Context: an optimization exercise on an open-source flow, tuned for small area, a short achievable clock period and few clock cycles per item. The choices shown serve that exercise and are no tape-out recipe.
In this exercise RTL edits were held to simulation tests only and were not proved equivalent to the original.
Power and IR drop assume default switching activity.

alpha:
// mul_pipe
module mul_pipe #(
  parameter int WIDTH  = 32,
  parameter int STAGES = 3,
  parameter int TAG_W  = 5
) (
  input  logic             clk,
  input  logic             resetn,
  input  logic             in_valid,
  output logic             in_ready,
  input  logic [WIDTH-1:0] a,
  input  logic [WIDTH-1:0] b,
  input  logic [1:0]       mul_type,
  input  logic [TAG_W-1:0] in_tag,
  input  logic             flush,
  output logic             out_valid,
  input  logic             out_ready,
  output logic [WIDTH-1:0] out_res,
  output logic [TAG_W-1:0] out_tag,
  output logic             busy
);
Size: roughly 2300 cells after synthesis, about 130 flip-flops, ~120 I/O pins.
==> flow/config.mk <==
export PLATFORM = sky130hd
export DESIGN_NAME = mul_pipe
export DESIGN_NICKNAME = mul_pipe
export VERILOG_FILES = /design/flow/design.v
export SDC_FILE = /design/flow/constraint.sdc
export NUM_CORES = 4
export LEC_CHECK = 0
export CAP_MARGIN = 20
export CORE_MARGIN = 2
export CORE_UTILIZATION = 40
export CTS_BUF_LIST = sky130_fd_sc_hd__clkbuf_4 sky130_fd_sc_hd__clkbuf_8
export SLEW_MARGIN = 20
export SYNTH_HIERARCHICAL = 1
==> flow/constraint.sdc <==
create_clock -name core_clock -period 12.0 [get_ports {clk}]
set_input_delay 2.4000 -clock core_clock [delete_from_list [all_inputs] [get_ports {clk}]]
set_output_delay 2.4000 -clock core_clock [all_outputs]
set_load 0.01 [all_outputs]
standard.sh (not shown) runs the stock make flow with config.mk's settings and CLKGATE_MAP_FILE= SYNTH_SCRIPT=/design/flow/synth_recipe.tcl, a recipe that flattens the netlist after the stock synthesis.
==> flow/flow/run.sh <==
#!/bin/bash
# Standard layout, with timing repair aiming 5.5 ns below the clock period
# (the constraints themselves are unchanged), and every port buffered with
# buf_2 instead of the default port buffer.
set -euo pipefail
export SETUP_SLACK_MARGIN=5.5
export BUFFER_PORTS_ARGS="-buffer_cell sky130_fd_sc_hd__buf_2"
bash standard.sh finish > standard.log 2>&1
Testbench counts of alpha, summed over its fixed seeds: cycles 4,808, items 4,800.
## Diff of input files: beta against alpha
Settings: clearing CTS_BUF_LIST, which used to be sky130_fd_sc_hd__clkbuf_4 sky130_fd_sc_hd__clkbuf_8.
## What came out
Wire length per cell across beta and alpha: no real change. Global-route track usage on met3 delta (alpha -> beta): insignificant. Looking at number of diodes across beta and alpha, the one that comes out higher is alpha. Non-clock buffer count in the final layout: beta and alpha compared, higher one is alpha.

Another version of the RTL of mul_pipe (not shown whole).
Size: about 2300 cells after synthesis, about 130 flip-flops, ~120 I/O pins.
clock: 12.0 ns
lec_check: 0
cap_margin: 20
core_margin: 2
core_utilization: 40
slew_margin: 20
synth_hierarchical: 1
==> flow/flow/run.sh <==
#!/bin/bash
# Standard layout, with timing repair aiming 6.0 ns below the clock period
# (the constraints themselves are unchanged), and every port buffered with
# buf_2 instead of the default port buffer.
set -euo pipefail
export SETUP_SLACK_MARGIN=6.0
export BUFFER_PORTS_ARGS="-buffer_cell sky130_fd_sc_hd__buf_2"
bash standard.sh finish > standard.log 2>&1
Testbench counts at the start, summed over its fixed seeds: cycles 4,808, items 4,800.
Edit:
==> flow/flow/run.sh (replaced) <==
#!/bin/bash
# Standard layout, with timing repair aiming 5.5 ns below the clock period
# (the constraints themselves are unchanged), and every port buffered with
# buf_2 instead of the default port buffer.
set -euo pipefail
export SETUP_SLACK_MARGIN=5.5
export BUFFER_PORTS_ARGS="-buffer_cell sky130_fd_sc_hd__buf_2"
bash standard.sh finish > standard.log 2>&1
--- a/flow/config.mk
+++ b/flow/config.mk
@@ -8,5 +8,5 @@
 export CAP_MARGIN = 20
 export CORE_MARGIN = 2
-export CORE_UTILIZATION = 40
+export CORE_UTILIZATION = 70
 export SLEW_MARGIN = 20
 export SYNTH_HIERARCHICAL = 1
=> The new run went through all stages and came out clean. Die area goes down by 42%. Cell area goes down by 12%. Flip-flop and latch count stays the same. Via count hardly moves. Synthesized area stays the same. Total power goes down by 9.5%. Global-route usage goes up by 17 points.
Edit:
==> flow/flow/run.sh (replaced) <==
#!/bin/bash
# Standard layout, with timing repair aiming 5.7 ns below the clock period
# (the constraints themselves are unchanged), and every port buffered with
# buf_2 instead of the default port buffer.
set -euo pipefail
export SETUP_SLACK_MARGIN=5.7
export BUFFER_PORTS_ARGS="-buffer_cell sky130_fd_sc_hd__buf_2"
bash standard.sh finish > standard.log 2>&1
--- a/flow/config.mk
+++ b/flow/config.mk
@@ -8,5 +8,5 @@
 export CAP_MARGIN = 20
 export CORE_MARGIN = 2
-export CORE_UTILIZATION = 70
+export CORE_UTILIZATION = 55
 export SLEW_MARGIN = 20
 export SYNTH_HIERARCHICAL = 1
Synthesized area is unchanged.
Design area climbs by 4.4%.
Worst hold slack gains 0.034 ns.
Routed wire length climbs by 8.8%.
Worst setup slack gains 0.19 ns.
Die area climbs by 27%.
Core utilization drops by 15 points.
Maximum frequency climbs by 3.1%.
Via count drops by 0.53%.
Register-to-register slack loses 0.02 ns.

==> afterwards: timing with drivers on the ports <==
In the flow no input, the clock included, has a driving cell. The finished layouts below were timed again as built, in two steps.
Step 1: set_driving_cell puts a clkbuf_16 on clk and a buf_2 on each other input, an assumption about the parent block.
Step 2 also shifts input and output timing later by t, the mid clock arrival at the registers, as if the neighbouring blocks saw the same clock.
Three values: ideal, step 1, step 2; two values: the first two.
run | t, ns | slack for setup (ns) | worst setup path at the end
alpha | 0.520 | 5.475 / 5.503 / 4.983 | input to register
beta | 0.489 | 5.528 / 5.553 / 5.064 | input to register
the first run of note 2 | 0.506 | 5.811 / 5.820 / 5.314 | input to register
the second run of note 2 | 0.504 | 5.508 / 5.529 / 5.031 | input to register
the third run of note 2 | 0.510 | 5.703 / 5.719 / 5.221 | input to register
After both steps every run listed still meets setup and hold. The setup slack of the first run of note 2, which loses most, moves by +0.009 ns with the drivers and by -0.497 ns with both steps.
